What follows belongs to an exercise in optimizing a design on an open flow for small area, a short achievable clock period and few clock cycles per item; a production flow would make more cautious choices.
Only simulation tests tie the RTL to the original design; equivalence was not proved.
Power is estimated from default activity; no workload was simulated.

yarrow:
// wheel_pulse_rate_remapper
module wheel_pulse_rate_remapper (
  input  logic        clk_i,
  input  logic        rst_ni,
  input  logic        s_axis_tvalid,
  output logic        s_axis_tready,
  input  logic [7:0]  s_axis_tdata,
  output logic        m_axis_tvalid,
  input  logic        m_axis_tready,
  output logic [39:0] m_axis_tdata,
  input  logic        cfg_valid_i,
  output logic        cfg_ready_o,
  input  logic [2:0]  cfg_index_i,
  input  logic [31:0] cfg_data_i
);
Size: roughly 91 I/O pins, roughly 0.029 mm2 of cells after synthesis.
Settings: LEC_CHECK=0, CAP_MARGIN=20, CORE_MARGIN=2, CORE_UTILIZATION=30, CTS_BUF_LIST=sky130_fd_sc_hd__clkbuf_8, SETUP_SLACK_MARGIN=4.5, SLEW_MARGIN=20; clock period 8.0 ns.
run.sh (not shown) runs the stock make flow with config.mk's settings and CLKGATE_MAP_FILE= SYNTH_SCRIPT=/design/flow/synth_recipe.tcl, a recipe that flattens the netlist after the stock synthesis.
Testbench counts of yarrow, summed over its fixed seeds: cycles 9,054, items 8,000.
[inputs] fjord vs yarrow
-- flow/config.mk --
<<< yarrow, line 9
export CORE_MARGIN = 2
export CORE_UTILIZATION = 30
export CTS_BUF_LIST = sky130_fd_sc_hd__clkbuf_8
export SETUP_SLACK_MARGIN = 4.5
export SLEW_MARGIN = 20
>>> fjord, line 9
export CORE_MARGIN = 2
export CORE_UTILIZATION = 30
export SETUP_SLACK_MARGIN = 4.5
export SLEW_MARGIN = 20
### Flow results
Diff yarrow -> fjord | average wire per standard cell | increase of about 0.4%. Share of final layout cell area taken by non-clock buffers of fjord is on par with yarrow. Having completed the whole flow, fjord delivered a layout that passed the timing, design-rule and antenna checks. Compared with yarrow, fjord shows a sequential share of layout area that is 0.19 points higher. The count of cells resized by post-cts repair in fjord is 1.5 times that in yarrow. fjord against yarrow: count of clock-buffer cells in the layout decreased by 20% relative to the old numbers; combinational fraction of design power decreased by 0.4 points relative to the old numbers; first-iteration DRC count decreased by 190 relative to the old numbers; worst slack on hold paths increased by 0.010 ns relative to the old numbers; cell count decreased by 1.3% relative to the old numbers. The core of fjord is less densely filled than that of yarrow. fjord: clock period minus final worst setup slack is 0.017 ns lower than what yarrow reported.

========
Setup of before:
Another version of the RTL of wheel_pulse_rate_remapper (not shown whole).
For scale: roughly 430 flip-flops, about 91 I/O pins, roughly 28000 µm² of cells after synthesis.
==> flow/config.mk <==
export PLATFORM = sky130hd
export DESIGN_NAME = wheel_pulse_rate_remapper
export DESIGN_NICKNAME = wheel_pulse_rate_remapper
export VERILOG_FILES = /design/flow/design.v
export SDC_FILE = /design/flow/constraint.sdc
export NUM_CORES = 4
export LEC_CHECK = 0
export CAP_MARGIN = 20
export CORE_MARGIN = 2
export CORE_UTILIZATION = 35
export PLACE_DENSITY = 0.7
export SETUP_SLACK_MARGIN = 4.6
export SLEW_MARGIN = 20
==> flow/constraint.sdc <==
create_clock -name core_clock -period 8.0 [get_ports {clk_i}]
set_input_delay 1.6000 -clock core_clock [delete_from_list [all_inputs] [get_ports {clk_i}]]
set_output_delay 1.6000 -clock core_clock [all_outputs]
set_load 0.01 [all_outputs]
before: PASS, flow complete, no timing, DRC or antenna violations
Testbench counts of before, summed over its fixed seeds: cycles 8,885, items 8,000.
Modified inputs, after compared to before
- CORE_UTILIZATION: 35 -> 40
- PLACE_DENSITY: 0.7 -> unset
- SETUP_SLACK_MARGIN: 4.6 -> 4.3
## What came out
- Every stage of the flow completed for after, and the final layout passed the timing, design-rule and antenna checks.
- The sequential power on after is in line with that on before.
- Against before, detailed placement HPWL in after came out worse.
- In after, the setup slack came out 0.081 ns below the value in before.
- Routed length on met1 in after vs before: up about 6%

========
RTL: one of the versions met above, not the one the previous note started from.
Size: roughly 3200 cells after synthesis.
clock: 8.0 ns
lec_check: 0
cap_margin: 20
core_margin: 2
core_utilization: 50
setup_slack_margin: 4.7
slew_margin: 20
The baseline passed the timing, design-rule and antenna checks.
Testbench counts at the start, summed over its fixed seeds: cycles 9,054, items 8,000.
==> next run, changes <==
CORE_UTILIZATION = 40   (was 50)
SETUP_SLACK_MARGIN = 4.5   (was 4.7)
What happened:
- design area is about the same
- utilization came out lower by 12 points
- power came out lower by 3.5%
- maximum frequency came out higher by 1.1%
- final cell count came out higher by 4.3%
- wire length came out lower by 4.2%
- clock-buffer cell count came out lower by 10
- die area came out higher by about 25%
- worst setup slack improves by 0.042 ns
- first-iteration DRC count came out lower by 11%
- area after synthesis does not change

========
job 2133:
wheel_pulse_rate_remapper with an RTL version that a note above also has.
Size in the first run: roughly 3200 cells after synthesis, ~430 flip-flops, roughly 91 I/O pins.
// wheel_pulse_rate_remapper
module wheel_pulse_rate_remapper (
  input  logic        clk_i,
  input  logic        rst_ni,
  input  logic        s_axis_tvalid,
  output logic        s_axis_tready,
  input  logic [7:0]  s_axis_tdata,
  output logic        m_axis_tvalid,
  input  logic        m_axis_tready,
  output logic [39:0] m_axis_tdata,
  input  logic        cfg_valid_i,
  output logic        cfg_ready_o,
  input  logic [2:0]  cfg_index_i,
  input  logic [31:0] cfg_data_i
);
  localparam int QCNT_W = 5;
  localparam logic [QCNT_W-1:0] QCNT_LIM = QCNT_W'(28);
  logic [15:0] slow_q;
  logic [9:0]  debounce_q;
  logic [15:0] idle_q;
  logic [7:0]  pulse_q;
  logic [21:0] hold_q;
  assign cfg_ready_o = 1'b1;
  always_ff @(posedge clk_i or negedge rst_ni) begin
    if (!rst_ni) begin
      slow_q     <= 16'd383;
      debounce_q <= 10'd100;
      idle_q     <= 16'd4000;
      pulse_q    <= 8'd2;
      hold_q     <= 22'd900000;
    end else if (cfg_valid_i) begin
      case (cfg_index_i)
        3'd1: slow_q     <= cfg_data_i[15:0];
        3'd2: debounce_q <= cfg_data_i[9:0];
        3'd3: idle_q     <= cfg_data_i[15:0];
        3'd4: pulse_q    <= cfg_data_i[7:0];
        3'd5: hold_q     <= cfg_data_i[21:0];
        default: ;
      endcase
    end
  end
  logic        q_done;       
  logic        q_final;      
  logic        qnext_q;      
  logic        orph_q;       
  logic        q_busy, q_drop_ok;
  logic        b_go, b_edge, blue;
  ...
==> flow/config.mk <==
export PLATFORM = sky130hd
export DESIGN_NAME = wheel_pulse_rate_remapper
export DESIGN_NICKNAME = wheel_pulse_rate_remapper
export VERILOG_FILES = /design/flow/design.v
export SDC_FILE = /design/flow/constraint.sdc
export NUM_CORES = 4
export LEC_CHECK = 0
export CAP_MARGIN = 10
export CORE_MARGIN = 2
export CORE_UTILIZATION = 40
export SETUP_SLACK_MARGIN = 4.5
export SLEW_MARGIN = 10
==> flow/constraint.sdc <==
create_clock -name core_clock -period 8.0 [get_ports {clk_i}]
set_input_delay 1.6000 -clock core_clock [delete_from_list [all_inputs] [get_ports {clk_i}]]
set_output_delay 1.6000 -clock core_clock [all_outputs]
set_load 0.01 [all_outputs]
Testbench counts of job 2133, summed over its fixed seeds: cycles 8,885, items 8,000.
[inputs] job 5754 vs job 2133
# job 2133
export LEC_CHECK = 0
export CAP_MARGIN = 10
export CORE_MARGIN = 2
export CORE_UTILIZATION = 40
export SETUP_SLACK_MARGIN = 4.5
export SLEW_MARGIN = 10
create_clock -name core_clock -period 8.0 [get_ports {clk_i}]
# job 5754
export LEC_CHECK = 0
export CAP_MARGIN = 20
export CORE_MARGIN = 2
export CORE_UTILIZATION = 30
export SETUP_SLACK_MARGIN = 4.5
export SLEW_MARGIN = 20
create_clock -name core_clock -period 8.0 [get_ports {clk_i}]
## What came out
Job 5754 was carried through to the last stage, and its layout satisfied the timing, design-rule and antenna checks. Run comparison: job 2133 slowest library cell on the worst path sky130_fd_sc_hd__fa_1; job 5754 slowest library cell on the worst path sky130_fd_sc_hd__a2111oi_4. Sort job 5754 and job 2133 by total buffers and inverters traversed by the critical path, ascending, and job 5754 comes first. Taking job 2133 as the reference point, the worst IR drop on VDD of job 5754 falls by about 18%. Clock period minus worst slack: job 5754 worse than job 2133. After detailed routing, job 2133 needs more wire than job 5754.
Inputs modified between job 5754 and job 1100:
# job 5754
export LEC_CHECK = 0
export CAP_MARGIN = 20
export CORE_MARGIN = 2
export CORE_UTILIZATION = 30
export SETUP_SLACK_MARGIN = 4.5
export SLEW_MARGIN = 20
create_clock -name core_clock -period 8.0 [get_ports {clk_i}]
# job 1100
export LEC_CHECK = 0
export CAP_MARGIN = 20
export CORE_MARGIN = 2
export CORE_UTILIZATION = 30
export CTS_CLUSTER_DIAMETER = 120
export CTS_CLUSTER_SIZE = 20
export SETUP_SLACK_MARGIN = 4.6
export SLEW_MARGIN = 20
create_clock -name core_clock -period 8.0 [get_ports {clk_i}]
Results
| switching power as a share of total power | higher: job 1100 |
[compare] base=job 5754 new=job 1100: met2 demand-to-capacity share in global routing went up 0.66 points, placed cell area held.
Between job 5754 and job 1100, the difference in synthesized cell count is negligible.
When the final numbers for job 5754 and job 1100 were put side by side, the half-perimeter wire length after placement turned out to be smaller in job 5754.
Power density over the cells ended up about 4% lower on job 1100 than on job 5754.
Looking at number of fillers in the final layout, job 1100 sits 0.51% higher than job 5754 does.

========
Starting RTL as in the previous note.
export LEC_CHECK = 0
export CAP_MARGIN = 20
export CORE_MARGIN = 2
export CORE_UTILIZATION = 35
export CTS_CLUSTER_DIAMETER = 120
export CTS_CLUSTER_SIZE = 20
export SETUP_SLACK_MARGIN = 4.6
export SLEW_MARGIN = 20
create_clock -name core_clock -period 8.0 [get_ports {clk_i}]
Testbench counts at the start, summed over its fixed seeds: cycles 8,885, items 8,000.
==> next run, changes <==
- CORE_UTILIZATION: 35 -> 20
- CTS_CLUSTER_DIAMETER: 120 -> default
- CTS_CLUSTER_SIZE: 20 -> default
- SETUP_SLACK_MARGIN: 4.6 -> 4.5
Clock power grows by 71%.
Worst setup slack got worse by 0.010 ns.
Non-clock buffer count came out lower by 8.

========
wheel_pulse_rate_remapper, a different RTL version from the one above (not shown whole).
Size in the first run: about 3300 cells after synthesis, about 91 I/O pins, about 0.029 mm2 of cells after synthesis.
Settings: LEC_CHECK=0, CAP_MARGIN=20, CORE_MARGIN=2, CORE_UTILIZATION=40, SETUP_SLACK_MARGIN=4.5, SLEW_MARGIN=20; clock period 8.0 ns.
The first run finished with timing, DRC and antenna clean.
Testbench counts at the start, summed over its fixed seeds: cycles 8,885, items 8,000.
Rerun with:
--- a/flow/config.mk
+++ b/flow/config.mk
@@ -9,4 +9,4 @@
 export CORE_MARGIN = 2
-export CORE_UTILIZATION = 40
-export SETUP_SLACK_MARGIN = 4.5
+export CORE_UTILIZATION = 35
+export SETUP_SLACK_MARGIN = 4.6
 export SLEW_MARGIN = 20
The changed run passed the timing, design-rule and antenna checks; synthesized cell count stays the same; wire length climbs by 2.9%; total power went up by 2.1%.

========
run A:
RTL: one of the versions met above, not the one the previous note started from.
Size in the first run: roughly 3200 cells after synthesis, about 430 flip-flops, ~28000 sq um of cells after synthesis.
// wheel_pulse_rate_remapper
module wheel_pulse_rate_remapper (
  input  logic        clk_i,
  input  logic        rst_ni,
  input  logic        s_axis_tvalid,
  output logic        s_axis_tready,
  input  logic [7:0]  s_axis_tdata,
  output logic        m_axis_tvalid,
  input  logic        m_axis_tready,
  output logic [39:0] m_axis_tdata,
  input  logic        cfg_valid_i,
  output logic        cfg_ready_o,
  input  logic [2:0]  cfg_index_i,
  input  logic [31:0] cfg_data_i
);
  localparam int QCNT_W = 5;
  localparam logic [QCNT_W-1:0] QCNT_LIM = QCNT_W'(28);
  logic [15:0] slow_q;
  logic [9:0]  debounce_q;
  logic [15:0] idle_q;
  logic [7:0]  pulse_q;
  logic [21:0] hold_q;
  assign cfg_ready_o = 1'b1;
  always_ff @(posedge clk_i or negedge rst_ni) begin
    if (!rst_ni) begin
      slow_q     <= 16'd383;
      debounce_q <= 10'd100;
      idle_q     <= 16'd4000;
      pulse_q    <= 8'd2;
      hold_q     <= 22'd900000;
    end else if (cfg_valid_i) begin
      case (cfg_index_i)
        3'd1: slow_q     <= cfg_data_i[15:0];
        3'd2: debounce_q <= cfg_data_i[9:0];
        3'd3: idle_q     <= cfg_data_i[15:0];
        3'd4: pulse_q    <= cfg_data_i[7:0];
  ...
clock: 8.0 ns
lec_check: 0
cap_margin: 20
core_margin: 2
core_utilization: 35
cts_cluster_diameter: 120
cts_cluster_size: 20
setup_slack_margin: 4.8
slew_margin: 20
Testbench counts of run A, summed over its fixed seeds: cycles 8,885, items 8,000.
Changes in run B relative to run A:
-- flow/config.mk --
<<< run A, line 9
export CORE_MARGIN = 2
export CORE_UTILIZATION = 35
export CTS_CLUSTER_DIAMETER = 120
export CTS_CLUSTER_SIZE = 20
export SETUP_SLACK_MARGIN = 4.8
export SLEW_MARGIN = 20
>>> run B, line 9
export CORE_MARGIN = 2
export CORE_UTILIZATION = 35
export SETUP_SLACK_MARGIN = 4.6
export SLEW_MARGIN = 20
--- outcome ---
Run B | stages: all done | timing, DRC, antenna: all pass. Per the comparison of run B with run A, clock period minus final worst setup slack now smaller, number of buffer and inverter stages on the critical path went up 1, measured slew at the worst slew-check pin now sits higher.

==> separate check: timing with driven ports <==
The results above use ideal ports. As a check the final layouts listed here were re-extracted and re-timed, cells and wires unchanged. Step 1, drivers: a clkbuf_16 drives clk_i and a buf_2 each remaining input, both assumed. Step 2 times the ports against the registers' clock, not the clock port: input delays grow and output delays shrink by t, the midpoint of the rising clock arrivals with the driver on. a / b / c = ideal / step 1 / step 2; a / b = the first two.
run	t (ns)	setup slack, ns	slew at the worst register clock pin (ns)	worst data-port slew with drivers (ns)
yarrow	0.780	4.260 / 4.260 / 4.151	0.07 / 0.07	0.05
fjord	0.681	4.278 / 4.278 / 4.033	0.06 / 0.06	0.05
before	0.647	4.257 / 4.257 / 4.257	0.06 / 0.06	0.05
after	0.668	4.176 / 4.176 / 3.804	0.06 / 0.06	0.05
the first run of note 3	0.661	4.256 / 4.256 / 4.256	0.07 / 0.07	0.05
the second run of note 3	0.655	4.299 / 4.299 / 3.930	0.07 / 0.07	0.05
job 2133	0.681	4.275 / 4.275 / 3.935	0.07 / 0.07	0.05
job 5754	0.666	4.236 / 4.236 / 4.003	0.07 / 0.07	0.05
job 1100	0.661	4.330 / 4.330 / 4.260	0.10 / 0.10	0.05
the first run of note 5	0.670	4.329 / 4.329 / 4.283	0.10 / 0.10	0.05
the second run of note 5	0.675	4.319 / 4.319 / 3.971	0.07 / 0.07	0.19
the first run of note 6	0.663	4.218 / 4.218 / 3.970	0.07 / 0.07	0.05
the second run of note 6	0.668	4.232 / 4.232 / 3.939	0.07 / 0.07	0.05
run A	0.667	4.271 / 4.271 / 4.271	0.10 / 0.10	0.05
run B	0.663	4.329 / 4.329 / 4.300	0.06 / 0.06	0.05
After both steps setup and hold are still met in every run listed. For after, which loses most, drivers alone change the setup slack by 0.000 ns; drivers and shift together by -0.372 ns.
